This is an optimization exercise on Yosys and OpenROAD, whose aim is small area, a short achievable clock period and few clock cycles, not a production implementation. In this exercise RTL edits were held to simulation tests only and were not proved equivalent to the original. Power is estimated from default activity; no workload was simulated.

rev 12:
// pairwise_genotype_tract_lengths
module pairwise_genotype_tract_lengths
(
    input  logic                          clk,
    input  logic                          rst_n,
    input  logic                          cfg_valid,
    output logic                          cfg_ready,
    input  logic [pgtl_pkg::POS_W-1:0]    cfg_long_tract_min,
    input  logic                          site_valid,
    output logic                          site_ready,
    input  logic                          site_new_scaffold,
    input  logic                          site_is_indel,
    input  logic [pgtl_pkg::POS_W-1:0]    site_position,
    input  logic [pgtl_pkg::GENO_W-1:0]   site_genotypes,
    output logic                          result_valid,
    input  logic                          result_ready,
    output logic [pgtl_pkg::SAMPLE_W-1:0] result_first_sample,
    output logic [pgtl_pkg::SAMPLE_W-1:0] result_second_sample,
    output logic [pgtl_pkg::POS_W-1:0]    result_tract_length,
    output logic                          result_long_tract,
    output logic                          result_last_of_site
);
    localparam int NP = pgtl_pkg::PAIR_SLOTS;
    localparam int PW = pgtl_pkg::POS_W;
  ...
For scale: roughly 2900 cells after synthesis, about 1200 flip-flops, roughly 130 I/O pins, about 47000 sq um of cells after synthesis.
clock: 5.5 ns
lec_check: 0
cap_margin: 20
core_margin: 2
core_utilization: 65
cts_cluster_diameter: 80
cts_cluster_size: 25
setup_slack_margin: 3.0
slew_margin: 20
run.sh (not shown) runs the stock make flow with config.mk's settings and CLKGATE_MAP_FILE= SYNTH_SCRIPT=/design/flow/synth_recipe.tcl, a recipe that flattens the netlist after the stock synthesis.
Rev 12 reached the final stage; the timing, DRC and antenna checks on its layout passed.
Testbench counts of rev 12, summed over its fixed seeds: cycles 25,635.
Here is what was changed in the inputs of rev 13 compared with rev 12.
--- a/flow/config.mk
+++ b/flow/config.mk
@@ -8,5 +8,5 @@
 export CAP_MARGIN = 20
 export CORE_MARGIN = 2
-export CORE_UTILIZATION = 65
+export CORE_UTILIZATION = 75
 export CTS_CLUSTER_DIAMETER = 80
 export CTS_CLUSTER_SIZE = 25
[summary]
Per the final summary, rev 12 finished and its layout is clean on timing, DRC and antenna. Per the final summary, rev 13 finished and its layout is clean on timing, DRC and antenna. Measured against each other, rev 12 and rev 13 differ in layout overhead on the synthesized area, the higher figure coming from rev 12. As of rev 13, number of buffers created by CTS had fallen by a few percent compared to rev 12. A origin of the worst setup path of a_oh[1]$_DFFE_PN_ is what rev 13 shows, while a_oh[27]$_DFFE_PN_ belongs to rev 12. Relative to rev 12, hold slack has increased by 0.020 ns in rev 13. Diff rev 12..rev 13 | share of synthesized flip-flops with an asynchronous set or reset | unchanged. Delta (rev 13 minus rev 12): via count shows an increase of 1210, clock-pin slew on the worst setup and hold paths shows no meaningful change.


== v43 ==
Another version of the RTL of pairwise_genotype_tract_lengths (not shown whole).
For scale: roughly 2900 cells after synthesis, ~130 I/O pins, about 47000 µm² of cells after synthesis.
==> flow/design.v (excerpt) <==
module pairwise_genotype_tract_lengths
(
    input  logic                          clk,
    input  logic                          rst_n,
    input  logic                          cfg_valid,
    output logic                          cfg_ready,
    input  logic [pgtl_pkg::POS_W-1:0]    cfg_long_tract_min,
    input  logic                          site_valid,
    output logic                          site_ready,
    input  logic                          site_new_scaffold,
    input  logic                          site_is_indel,
    input  logic [pgtl_pkg::POS_W-1:0]    site_position,
    input  logic [pgtl_pkg::GENO_W-1:0]   site_genotypes,
    output logic                          result_valid,
    input  logic                          result_ready,
    output logic [pgtl_pkg::SAMPLE_W-1:0] result_first_sample,
    output logic [pgtl_pkg::SAMPLE_W-1:0] result_second_sample,
    output logic [pgtl_pkg::POS_W-1:0]    result_tract_length,
    output logic                          result_long_tract,
    output logic                          result_last_of_site
);
export LEC_CHECK = 0
export CAP_MARGIN = 20
export CORE_MARGIN = 2
export CORE_UTILIZATION = 65
export CTS_CLUSTER_DIAMETER = 80
export CTS_CLUSTER_SIZE = 25
export SETUP_SLACK_MARGIN = 3.0
export SLEW_MARGIN = 20
export TNS_END_PERCENT = 10
create_clock -name core_clock -period 5.5 [get_ports {clk}]
Testbench counts of v43, summed over its fixed seeds: cycles 25,635.
> inputs changed (v43 -> v45)
# v43
export LEC_CHECK = 0
export CAP_MARGIN = 20
export CORE_MARGIN = 2
export CORE_UTILIZATION = 65
export CTS_CLUSTER_DIAMETER = 80
export CTS_CLUSTER_SIZE = 25
export SETUP_SLACK_MARGIN = 3.0
export SLEW_MARGIN = 20
export TNS_END_PERCENT = 10
create_clock -name core_clock -period 5.5 [get_ports {clk}]
# v45
export LEC_CHECK = 0
export CAP_MARGIN = 20
export CORE_MARGIN = 2
export CORE_UTILIZATION = 65
export CTS_CLUSTER_DIAMETER = 100
export CTS_CLUSTER_SIZE = 30
export SETUP_SLACK_MARGIN = 3.0
export SLEW_MARGIN = 20
create_clock -name core_clock -period 5.5 [get_ports {clk}]
- From v43 to v45 the numbers moved as follows: critical path depth has increased, utilization after layout went up 0.26 points.
- v43 → v45: count of filler cells inserted in the layout now larger; peak clock frequency supported by timing increased 5.4%; number of standard cells in the final layout excluding fillers climbed 29.
- Between v45 and v43, it is v45 whose combinational power is higher, by 6.1%.
- Post-route total power delta (v45 -> v43): insignificant
The following lists how v41 was set up differently from v45:
# v45
export LEC_CHECK = 0
export CAP_MARGIN = 20
export CORE_MARGIN = 2
export CORE_UTILIZATION = 65
export CTS_CLUSTER_DIAMETER = 100
export CTS_CLUSTER_SIZE = 30
export SETUP_SLACK_MARGIN = 3.0
export SLEW_MARGIN = 20
create_clock -name core_clock -period 5.5 [get_ports {clk}]
# v41
export LEC_CHECK = 0
export CAP_MARGIN = 20
export CORE_MARGIN = 2
export CORE_UTILIZATION = 65
export CTS_CLUSTER_DIAMETER = 80
export CTS_CLUSTER_SIZE = 25
export SETUP_SLACK_MARGIN = 3.0
export SLEW_MARGIN = 20
create_clock -name core_clock -period 5.5 [get_ports {clk}]
Findings:
v45 vs v41, end point of the critical path: b_p[23]$_DFFE_PP_ vs b_p[29]$_DFFE_PP_. Side by side, first-iteration DRC count turned out higher in v41 than in v45. Delta (v41 minus v45): worst reg-to-reg setup slack neither gained nor lost much; cell count has remained practically unchanged; power share of the combinational group lower. Looking at layout overhead on the synthesized area across v45 and v41, the one that comes out lower is v45. Diff v45 -> v41: placeable core area did not really move, hold slack went down. Comparing v45 and v41, the lower first-pass GRT wire length was measured on v41. Against v45, post-route worst setup slack in v41 came out worse. Re non-clock inverter count in the final layout: no difference whatsoever between v45 and v41.
The inputs of v14 differ from those of v41 as listed below.
# v41
export LEC_CHECK = 0
export CAP_MARGIN = 20
export CORE_MARGIN = 2
export CORE_UTILIZATION = 65
export CTS_CLUSTER_DIAMETER = 80
export CTS_CLUSTER_SIZE = 25
export SETUP_SLACK_MARGIN = 3.0
export SLEW_MARGIN = 20
create_clock -name core_clock -period 5.5 [get_ports {clk}]
# v14
export LEC_CHECK = 0
export ABC_AREA = 1
export CAP_MARGIN = 20
export CORE_MARGIN = 2
export CORE_UTILIZATION = 65
export CTS_CLUSTER_DIAMETER = 80
export CTS_CLUSTER_SIZE = 25
export SETUP_SLACK_MARGIN = 3.0
export SLEW_MARGIN = 20
create_clock -name core_clock -period 5.5 [get_ports {clk}]
Findings:
Summary of the comparison: delay of the slowest cell on the worst path is higher in v14, relative to v41.
Delta (v14 minus v41): maximum frequency decreased by 3.8% relative to the old numbers; number of rows in the core area increased by 1.0% relative to the old numbers; cell area after placement increased by about 3.5% relative to the old numbers; non-clock inverter instance count of the final layout increased by about 400% relative to the old numbers.
~same overall power in v41 and v14


pairwise_genotype_tract_lengths, a different RTL version from the one above (not shown whole).
Size in the first run: roughly 2800 cells after synthesis, ~1200 flip-flops, ~130 I/O pins, about 46000 µm² of cells after synthesis.
==> flow/design.v (excerpt) <==
module pairwise_genotype_tract_lengths
(
    input  logic                          clk,
    input  logic                          rst_n,
    input  logic                          cfg_valid,
    output logic                          cfg_ready,
    input  logic [pgtl_pkg::POS_W-1:0]    cfg_long_tract_min,
    input  logic                          site_valid,
    output logic                          site_ready,
    input  logic                          site_new_scaffold,
    input  logic                          site_is_indel,
    input  logic [pgtl_pkg::POS_W-1:0]    site_position,
    input  logic [pgtl_pkg::GENO_W-1:0]   site_genotypes,
    output logic                          result_valid,
    input  logic                          result_ready,
    output logic [pgtl_pkg::SAMPLE_W-1:0] result_first_sample,
    output logic [pgtl_pkg::SAMPLE_W-1:0] result_second_sample,
    output logic [pgtl_pkg::POS_W-1:0]    result_tract_length,
    output logic                          result_long_tract,
    output logic                          result_last_of_site
);
Settings: LEC_CHECK=0, CAP_MARGIN=20, CORE_MARGIN=2, CORE_UTILIZATION=65, CTS_CLUSTER_DIAMETER=80, CTS_CLUSTER_SIZE=25, SETUP_SLACK_MARGIN=3.0, SLEW_MARGIN=20; clock period 5.5 ns.
The baseline finished clean.
Testbench counts at the start, summed over its fixed seeds: cycles 25,627.
==> next run, changes <==
CORE_UTILIZATION = 50   (was 65)
Effect: The new run produced a clean layout. Die area is higher by about 30%. Cell count is higher by about 6%. Area after synthesis does not change. Wire length is higher by 3.5%. Critical path depth stays the same. Count of clock-buffer cells in the layout is higher by 3. Total power is about the same.


Another version of the RTL of pairwise_genotype_tract_lengths (not shown whole).
Size in the first run: about 1,200 flip-flops, roughly 0.047 mm2 of cells after synthesis.
Settings: LEC_CHECK=0, CAP_MARGIN=20, CORE_MARGIN=2, CORE_UTILIZATION=65, CTS_CLUSTER_DIAMETER=80, CTS_CLUSTER_SIZE=25, SETUP_SLACK_MARGIN=3.6, SLEW_MARGIN=20; clock period 5.5 ns.
Testbench counts at the start, summed over its fixed seeds: cycles 25,635.
Edit:
Settings changed: SETUP_SLACK_MARGIN 3.6 to 3.0.
Effect: The changed run passed the timing, DRC and antenna checks. Maximum frequency falls by 1.3%. Global-route usage falls by 3.6 points. Wire length went down by 8.9%. Setup slack gets worse by 0.033 ns.
Edit:
Settings changed: CORE_UTILIZATION 65 to 70, SETUP_SLACK_MARGIN 3.0 to 3.3.
Combinational power increases by 6.7%.
Total power increases by 2.4%.
Maximum frequency decreases by 1.8%.
Area after synthesis is unchanged.
Setup slack loses 0.048 ns.
Routed wire length increases by 1.8%.

[re-timing with driven ports]
The results above use ideal ports. As a check the final layouts listed here were re-extracted and re-timed, cells and wires unchanged.
Step 1 assumes that a clkbuf_16 drives the clock port and a buf_2 every other input.
Step 2, shift: input delay + t, output delay - t, t = (earliest + latest rising clock arrival at the registers) / 2. This alone moves slack from input paths to output paths.
Slacks: ideal ports / drivers / drivers and shift; pairs: ideal ports / drivers.
run	t, ns	slack for setup (ns)	slew at the worst register clock pin (ns)	worst data-port slew with drivers (ns)
rev 12	0.734	2.927 / 2.927 / 2.230	0.10 / 0.10	0.05
rev 13	0.734	2.834 / 2.834 / 2.209	0.11 / 0.11	0.08
v43	0.746	2.797 / 2.754 / 2.193	0.10 / 0.10	0.08
v45	0.725	2.936 / 2.936 / 2.307	0.12 / 0.12	0.10
v41	0.764	2.927 / 2.927 / 2.269	0.10 / 0.10	0.11
v14	0.740	2.826 / 2.826 / 2.296	0.10 / 0.10	0.06
the first run of note 3	0.742	2.770 / 2.770 / 2.298	0.11 / 0.11	0.05
the second run of note 3	0.739	2.723 / 2.723 / 2.194	0.11 / 0.11	0.06
the first run of note 4	0.750	2.966 / 2.966 / 2.660	0.11 / 0.11	0.07
the second run of note 4	0.748	2.933 / 2.933 / 2.282	0.10 / 0.10	0.05
the third run of note 4	0.751	2.885 / 2.885 / 2.577	0.11 / 0.11	0.07
After both steps setup and hold are still met in every run listed. For rev 12, which loses most, drivers alone change the setup slack by 0.000 ns; drivers and shift together by -0.697 ns.
